Source: an optimization exercise on an open RTL-to-GDS flow (aim: small area). Production flows keep margins and buffers that such runs may drop. The RTL was checked by simulation tests, not by an equivalence proof against the original design.

==> inputs of trial 5 <==
==> flow/design.v <==
module rf_ao22 (input logic a1, a2, b1, b2, output logic y);
    assign y = (a1 & a2) | (b1 & b2);
endmodule
module rf_aoi222 (input logic a1, a2, b1, b2, c1, c2, output logic y);
    assign y = ~((a1 & a2) | (b1 & b2) | (c1 & c2));
endmodule
module rf_and3 (input logic a, b, c, output logic y);
    assign y = a & b & c;
endmodule
module rf_and4 (input logic a, b, c, d, output logic y);
    assign y = a & b & c & d;
endmodule
module rf_or_ao22 (input logic t0, t1, t2, a1, a2, b1, b2, output logic y);
    assign y = ~(t0 & t1 & t2 & ~((a1 & a2) | (b1 & b2)));
endmodule
module rf_nor2 (input logic a, b, output logic y);
    assign y = ~(a | b);
endmodule
module user_project_addr_space_regfile #(
    parameter int unsigned DEPTH        = 16,
    parameter logic [31:0] BASE_ADDR    = 32'h3000_0000,
    parameter int unsigned WAIT_CYCLES  = 0,
    parameter logic [31:0] READ_DEFAULT = 32'h0000_0777
) (
    input  logic        wb_clk_i,
    input  logic        wb_rst_i,
    input  logic        wbs_stb_i,
    input  logic        wbs_cyc_i,
    input  logic        wbs_we_i,
    input  logic [3:0]  wbs_sel_i,
    input  logic [31:0] wbs_dat_i,
    input  logic [31:0] wbs_adr_i,
    output logic        wbs_ack_o,
    output logic [31:0] wbs_dat_o,
    output logic [15:0] access_cnt_o,
    output logic [31:0] last_addr_o
);
    logic             init_q;
    logic [31:0]      mem [16];
    logic [31:0]      mem_n [16];
    logic             acc, hit, wr, rd;
    logic [15:0]      wsel_n, rsel;
    logic [3:0]       sel_n;
    logic [15:0][3:0] lane_we, lane_keep;
    logic [31:0]      rdata;
    logic             hold_dat, miss_n;
    assign acc = wbs_cyc_i & wbs_stb_i & ~wbs_ack_o;
    assign hit = (wbs_adr_i[31:6] == BASE_ADDR[31:6]);
    assign wr  = acc & wbs_we_i & hit;
    assign rd  = acc & ~wbs_we_i;
    assign hold_dat = ~rd;
    assign miss_n   = ~(rd & ~hit);
    assign sel_n    = ~wbs_sel_i;
    for (genvar r = 0; r < 16; r++) begin : g_word
        assign wsel_n[r] = ~(wr & (wbs_adr_i[5:2] == 4'(r)));
        assign rsel[r]   = rd & hit & init_q & (wbs_adr_i[5:2] == 4'(r));
        for (genvar l = 0; l < 4; l++) begin : g_lane
            rf_nor2 u_we   (.a(wsel_n[r]), .b(sel_n[l]), .y(lane_we[r][l]));
            rf_nor2 u_keep (.a(lane_we[r][l]), .b(~init_q), .y(lane_keep[r][l]));
        end
        for (genvar b = 0; b < 32; b++) begin : g_bit
            rf_ao22 u_w (
                .a1(lane_we[r][b/8]), .a2(wbs_dat_i[b]), .b1(lane_keep[r][b/8]), .b2(mem[r][b]),
                .y(mem_n[r][b])
            );
        end
    end
    for (genvar b = 0; b < 32; b++) begin : g_rd
        logic [4:0] t;
        logic       u;
        for (genvar k = 0; k < 5; k++) begin : g_t
            rf_aoi222 u_t (
                .a1(rsel[3*k]),   .a2(mem[3*k][b]),
                .b1(rsel[3*k+1]), .b2(mem[3*k+1][b]),
                .c1(rsel[3*k+2]), .c2(mem[3*k+2][b]),
                .y(t[k])
            );
        end
        if (READ_DEFAULT[b]) begin : g_one
            rf_and4 u_u (.a(t[0]), .b(t[1]), .c(t[2]), .d(miss_n), .y(u));
        end else begin : g_zero
            rf_and3 u_u (.a(t[0]), .b(t[1]), .c(t[2]), .y(u));
        end
        rf_or_ao22 u_or (
            .t0(u), .t1(t[3]), .t2(t[4]),
            .a1(rsel[15]), .a2(mem[15][b]), .b1(hold_dat), .b2(wbs_dat_o[b]),
            .y(rdata[b])
        );
    end
    logic [31:0] last_n;
    for (genvar b = 0; b < 32; b++) begin : g_last
        rf_ao22 u_l (.a1(acc), .a2(wbs_adr_i[b]), .b1(~acc), .b2(last_addr_o[b]), .y(last_n[b]));
    end
    always_ff @(posedge wb_clk_i) begin
        for (int r = 0; r < 16; r++) mem[r] <= mem_n[r];
    end
    always_ff @(posedge wb_clk_i or posedge wb_rst_i) begin
        if (wb_rst_i) begin
            init_q       <= 1'b0;
            wbs_ack_o    <= 1'b0;
            wbs_dat_o    <= '0;
            access_cnt_o <= '0;
            last_addr_o  <= '0;
        end else begin
            init_q    <= 1'b1;
            wbs_ack_o <= acc;
            wbs_dat_o <= rdata;
            last_addr_o <= last_n;
            if (acc && access_cnt_o != 16'hFFFF) access_cnt_o <= access_cnt_o + 16'd1;
        end
    end
endmodule
==> flow/run.sh <==
#!/bin/bash
# synth_recipe.tcl (not shown) runs the flow's synth.tcl, then flattens the netlist and writes it again
# the make line also repeats each setting of config.mk as NAME=value (left out here)
make -C /OpenROAD-flow-scripts/flow DESIGN_CONFIG=/design/flow/config.mk WORK_HOME=/design/flow/orfs CLKGATE_MAP_FILE= SYNTH_SCRIPT=/design/flow/synth_recipe.tcl finish
==> flow/config.mk <==
export PLATFORM = sky130hd
export DESIGN_NAME = user_project_addr_space_regfile
export DESIGN_NICKNAME = user_project_addr_space_regfile
export VERILOG_FILES = /design/flow/design.v
export SDC_FILE = /design/flow/constraint.sdc
export NUM_CORES = 4
export LEC_CHECK = 0
export CAP_MARGIN = 20
export CORE_MARGIN = 2
export CORE_UTILIZATION = 40
export SLEW_MARGIN = 20
export SYNTH_HIERARCHICAL = 1
export SYNTH_MINIMUM_KEEP_SIZE = 0
==> flow/constraint.sdc <==
create_clock -name core_clock -period 10.0 [get_ports {wb_clk_i}]
set_input_delay 2.0000 -clock core_clock [delete_from_list [all_inputs] [get_ports {wb_clk_i}]]
set_output_delay 2.0000 -clock core_clock [all_outputs]
set_load 0.01 [all_outputs]
==> trial 83 (differences from trial 5) <==
==> flow/design.v (replaced) <==
module rf_inv   (input logic a, output logic y);                 assign y = ~a;                endmodule
module rf_nand2 (input logic a, b, output logic y);              assign y = ~(a & b);          endmodule
module rf_nand3 (input logic a, b, c, output logic y);           assign y = ~(a & b & c);      endmodule
module rf_nor2  (input logic a, b, output logic y);              assign y = ~(a | b);          endmodule
module rf_and2  (input logic a, b, output logic y);              assign y = a & b;             endmodule
module rf_and3  (input logic a, b, c, output logic y);           assign y = a & b & c;         endmodule
module rf_and4  (input logic a, b, c, d, output logic y);        assign y = a & b & c & d;     endmodule
module rf_or2   (input logic a, b, output logic y);              assign y = a | b;             endmodule
module rf_xor2  (input logic a, b, output logic y);              assign y = a ^ b;             endmodule
module rf_ao22 (input logic a1, a2, b1, b2, output logic y);
    assign y = (a1 & a2) | (b1 & b2);
endmodule
module rf_aoi222 (input logic a1, a2, b1, b2, c1, c2, output logic y);
    assign y = ~((a1 & a2) | (b1 & b2) | (c1 & c2));
endmodule
module rf_or_ao22 (input logic t0, t1, t2, a1, a2, b1, b2, output logic y);
    assign y = ~(t0 & t1 & t2 & ~((a1 & a2) | (b1 & b2)));
endmodule
module rf_hit (input logic [25:0] a, output logic y);
    assign y = (a == 26'h0C0_0000);
endmodule
module rf_notfull (input logic [15:0] c, output logic y);
    assign y = ~&c;
endmodule
module user_project_addr_space_regfile #(
    parameter int unsigned DEPTH        = 16,
    parameter logic [31:0] BASE_ADDR    = 32'h3000_0000,
    parameter int unsigned WAIT_CYCLES  = 0,
    parameter logic [31:0] READ_DEFAULT = 32'h0000_0777
) (
    input  logic        wb_clk_i,
    input  logic        wb_rst_i,
    input  logic        wbs_stb_i,
    input  logic        wbs_cyc_i,
    input  logic        wbs_we_i,
    input  logic [3:0]  wbs_sel_i,
    input  logic [31:0] wbs_dat_i,
    input  logic [31:0] wbs_adr_i,
    output logic        wbs_ack_o,
    output logic [31:0] wbs_dat_o,
    output logic [15:0] access_cnt_o,
    output logic [31:0] last_addr_o
);
    logic             init_q;
    logic [31:0]      mem   [16];
    logic [31:0]      mem_n [16];
    logic cs_n, acc, acc_n, we_n, hit, wr, rdh, hold_dat, miss_n, init_n;
    logic a2n, a3n, a4n, a5n;
    logic [3:0]  lo, lo_n, hiw, hir_n, sel_n;
    logic [15:0] wsel_n, rsel;
    rf_nand2 u_cs   (.a(wbs_cyc_i), .b(wbs_stb_i), .y(cs_n));
    rf_nor2  u_acc  (.a(cs_n), .b(wbs_ack_o), .y(acc));              
    rf_inv   u_accn (.a(acc), .y(acc_n));
    rf_inv   u_wen  (.a(wbs_we_i), .y(we_n));
    rf_hit   u_hit  (.a(wbs_adr_i[31:6]), .y(hit));
    rf_and3  u_wr   (.a(acc), .b(wbs_we_i), .c(hit), .y(wr));          
    rf_and4  u_rdh  (.a(acc), .b(we_n), .c(hit), .d(init_q), .y(rdh));  
    rf_nand2 u_hold (.a(acc), .b(we_n), .y(hold_dat));                 
    rf_or2   u_miss (.a(hit), .b(hold_dat), .y(miss_n));               
    rf_inv   u_initn(.a(init_q), .y(init_n));
    rf_inv   u_a2n (.a(wbs_adr_i[2]), .y(a2n));
    rf_inv   u_a3n (.a(wbs_adr_i[3]), .y(a3n));
    rf_inv   u_a4n (.a(wbs_adr_i[4]), .y(a4n));
    rf_inv   u_a5n (.a(wbs_adr_i[5]), .y(a5n));
    rf_nor2  u_lo0 (.a(wbs_adr_i[2]), .b(wbs_adr_i[3]), .y(lo[0]));
    rf_nor2  u_lo1 (.a(a2n), .b(wbs_adr_i[3]), .y(lo[1]));
    rf_nor2  u_lo2 (.a(wbs_adr_i[2]), .b(a3n), .y(lo[2]));
    rf_nor2  u_lo3 (.a(a2n), .b(a3n), .y(lo[3]));
    rf_or2   u_ln0 (.a(wbs_adr_i[2]), .b(wbs_adr_i[3]), .y(lo_n[0]));
    rf_nand2 u_ln1 (.a(wbs_adr_i[2]), .b(a3n), .y(lo_n[1]));
    rf_nand2 u_ln2 (.a(a2n), .b(wbs_adr_i[3]), .y(lo_n[2]));
    rf_nand2 u_ln3 (.a(wbs_adr_i[2]), .b(wbs_adr_i[3]), .y(lo_n[3]));
    rf_and3  u_hw0 (.a(wr), .b(a4n), .c(a5n), .y(hiw[0]));
    rf_and3  u_hw1 (.a(wr), .b(wbs_adr_i[4]), .c(a5n), .y(hiw[1]));
    rf_and3  u_hw2 (.a(wr), .b(a4n), .c(wbs_adr_i[5]), .y(hiw[2]));
    rf_and3  u_hw3 (.a(wr), .b(wbs_adr_i[4]), .c(wbs_adr_i[5]), .y(hiw[3]));
    rf_nand3 u_hr0 (.a(rdh), .b(a4n), .c(a5n), .y(hir_n[0]));
    rf_nand3 u_hr1 (.a(rdh), .b(wbs_adr_i[4]), .c(a5n), .y(hir_n[1]));
    rf_nand3 u_hr2 (.a(rdh), .b(a4n), .c(wbs_adr_i[5]), .y(hir_n[2]));
    rf_nand3 u_hr3 (.a(rdh), .b(wbs_adr_i[4]), .c(wbs_adr_i[5]), .y(hir_n[3]));
    for (genvar r = 0; r < 16; r++) begin : g_dec
        rf_nand2 u_ws (.a(lo[r % 4]), .b(hiw[r / 4]), .y(wsel_n[r]));
        rf_nor2  u_rs (.a(lo_n[r % 4]), .b(hir_n[r / 4]), .y(rsel[r]));
    end
    for (genvar l = 0; l < 4; l++) begin : g_sel
        rf_inv u_sn (.a(wbs_sel_i[l]), .y(sel_n[l]));
    end
    logic [15:0][3:0] lane_we, lane_keep;
    for (genvar r = 0; r < 16; r++) begin : g_word
        for (genvar l = 0; l < 4; l++) begin : g_lane
            rf_nor2 u_we   (.a(wsel_n[r]), .b(sel_n[l]), .y(lane_we[r][l]));
            rf_nor2 u_keep (.a(lane_we[r][l]), .b(init_n), .y(lane_keep[r][l]));
        end
        for (genvar b = 0; b < 32; b++) begin : g_bit
            rf_ao22 u_w (
                .a1(lane_we[r][b/8]), .a2(wbs_dat_i[b]), .b1(lane_keep[r][b/8]), .b2(mem[r][b]),
                .y(mem_n[r][b])
            );
        end
    end
    logic [31:0] rdata;
    for (genvar b = 0; b < 32; b++) begin : g_rd
        logic [4:0] t;
        logic       u;
        for (genvar k = 0; k < 5; k++) begin : g_t
            rf_aoi222 u_t (
                .a1(rsel[3*k]),   .a2(mem[3*k][b]),
                .b1(rsel[3*k+1]), .b2(mem[3*k+1][b]),
                .c1(rsel[3*k+2]), .c2(mem[3*k+2][b]),
                .y(t[k])
            );
        end
        if (READ_DEFAULT[b]) begin : g_one
            rf_and4 u_u (.a(t[0]), .b(t[1]), .c(t[2]), .d(miss_n), .y(u));
        end else begin : g_zero
            rf_and3 u_u (.a(t[0]), .b(t[1]), .c(t[2]), .y(u));
        end
        rf_or_ao22 u_or (
            .t0(u), .t1(t[3]), .t2(t[4]),
            .a1(rsel[15]), .a2(mem[15][b]), .b1(hold_dat), .b2(wbs_dat_o[b]),
            .y(rdata[b])
        );
    end
    logic [31:0] last_n;
    for (genvar b = 0; b < 32; b++) begin : g_last
        rf_ao22 u_l (.a1(acc), .a2(wbs_adr_i[b]), .b1(acc_n), .b2(last_addr_o[b]), .y(last_n[b]));
    end
    logic        notfull;
    logic [16:0] k;
    logic [15:0] cnt_n;
    rf_notfull u_nf (.c(access_cnt_o), .y(notfull));
    rf_and2    u_k0 (.a(acc), .b(notfull), .y(k[0]));
    for (genvar i = 0; i < 16; i++) begin : g_cnt
        rf_xor2 u_s (.a(access_cnt_o[i]), .b(k[i]), .y(cnt_n[i]));
        if (i < 15) begin : g_c
            rf_and2 u_c (.a(access_cnt_o[i]), .b(k[i]), .y(k[i+1]));
        end
    end
    assign k[16] = 1'b0;
    always_ff @(posedge wb_clk_i) begin
        for (int r = 0; r < 16; r++) mem[r] <= mem_n[r];
    end
    always_ff @(posedge wb_clk_i or posedge wb_rst_i) begin
        if (wb_rst_i) begin
            init_q       <= 1'b0;
            wbs_ack_o    <= 1'b0;
            wbs_dat_o    <= '0;
            access_cnt_o <= '0;
            last_addr_o  <= '0;
        end else begin
            init_q       <= 1'b1;
            wbs_ack_o    <= acc;
            wbs_dat_o    <= rdata;
            access_cnt_o <= cnt_n;
            last_addr_o  <= last_n;
        end
    end
endmodule
==> flow/flow/run.sh (new file) <==
#!/bin/bash
set -euo pipefail
CTS="-sink_clustering_enable -repair_clock_nets -dont_use_dummy_load -buf_list sky130_fd_sc_hd__clkbuf_8 -root_buf sky130_fd_sc_hd__clkbuf_16 -sink_clustering_size 16 -sink_clustering_max_diameter 50"
bash standard.sh \
  "BUFFER_PORTS_ARGS=-buffer_cell sky130_fd_sc_hd__buf_1" \
  "CTS_ARGS=$CTS" \
  finish > flow_make.log 2>&1
==> flow/standard.sh (new file) <==
#!/bin/bash
# synth_recipe.tcl (not shown) runs the flow's synth.tcl, then flattens the netlist and writes it again
# the make line also repeats each setting of config.mk as NAME=value (left out here)
make -C /OpenROAD-flow-scripts/flow DESIGN_CONFIG=/design/flow/config.mk WORK_HOME=/design/flow/orfs CLKGATE_MAP_FILE= SYNTH_SCRIPT=/design/flow/synth_recipe.tcl "${@:-finish}"
Settings changed: CORE_UTILIZATION 40 to 60.
removed: flow/run.sh
==> trial 3 (differences from trial 5) <==
Settings changed: CORE_UTILIZATION 40 to 60.
==> results_dict.tcl <==
set metrics [dict create \
    status "timing/DRC/antenna clean" \
    clock_area_frac 0.0802 \
    core-area_sq_um 51200 \
    total_power_mw 5.07 \
    grt_use_met3 0.0557 \
    powerClk_mw 2.32 \
    synthXorXnorAreaFrac 0.00593 \
    met2_usage 0.388 \
    yosysSeqAreaShare 0.595 \
    met3_length_mm 6.09 \
    clock_latency_ns 0.61 \
    start_util 0.404 \
]
That was trial 5.
==> results_dict.tcl <==
set metrics [dict create \
    status "timing/DRC/antenna clean" \
    met3_length_mm 7.04 \
    start_util 0.603 \
    powerClk_mw 2.18 \
    met2_usage 0.523 \
    grt_use_met3 0.0732 \
    core-area_sq_um 34300 \
    synthXorXnorAreaFrac 0.00593 \
    syn_area_sq_um 20700 \
    clock_area_frac 0.0766 \
    total_power_mw 4.93 \
    clock_latency_ns 0.61 \
    yosysSeqAreaShare 0.595 \
]
That was trial 3.
==> results_dict.tcl <==
set metrics [dict create \
    start_util 0.609 \
    grt_use_met3 0.0516 \
    clock_area_frac 0.0313 \
    core-area_sq_um 33500 \
    synth_async_sr_flop_share 0.138 \
    clock_latency_ns 0.55 \
    met2_usage 0.527 \
    total_power_mw 3.83 \
    yosysSeqAreaShare 0.602 \
    status "timing/DRC/antenna clean" \
    synthXorXnorAreaFrac 0.00686 \
]
That was trial 83.

## static timing again, ports no longer ideal
Ports are ideal in the flow. The routed layouts listed here were re-timed in OpenROAD.
Step 1, drivers: a clkbuf_16 drives wb_clk_i and a buf_2 each remaining input, both assumed.
Step 2 adds t to the input delays and takes it off the output delays; t is the mean of the earliest and latest rising clock arrival at the registers after step 1. Input paths then give back, and output paths get back, about the clock's delay inside the block.
Slacks: ideal ports / drivers / drivers and shift; pairs: ideal ports / drivers.
run	t, ns	setup WS [ns]	worst setup path after step 2	worst register clock-pin slew, ns	worst data-port slew with drivers (ns)
trial 5	0.669	4.390 / 4.427 / 3.758	input to register	0.06 / 0.06	0.07
trial 83	0.578	5.216 / 5.245 / 4.667	input to register	0.10 / 0.10	0.05
trial 3	0.651	4.368 / 4.393 / 3.742	input to register	0.06 / 0.06	0.04
After both steps every run listed still meets setup and hold. The setup slack of trial 5, which loses most, moves by +0.037 ns with the drivers and by -0.632 ns with both steps.
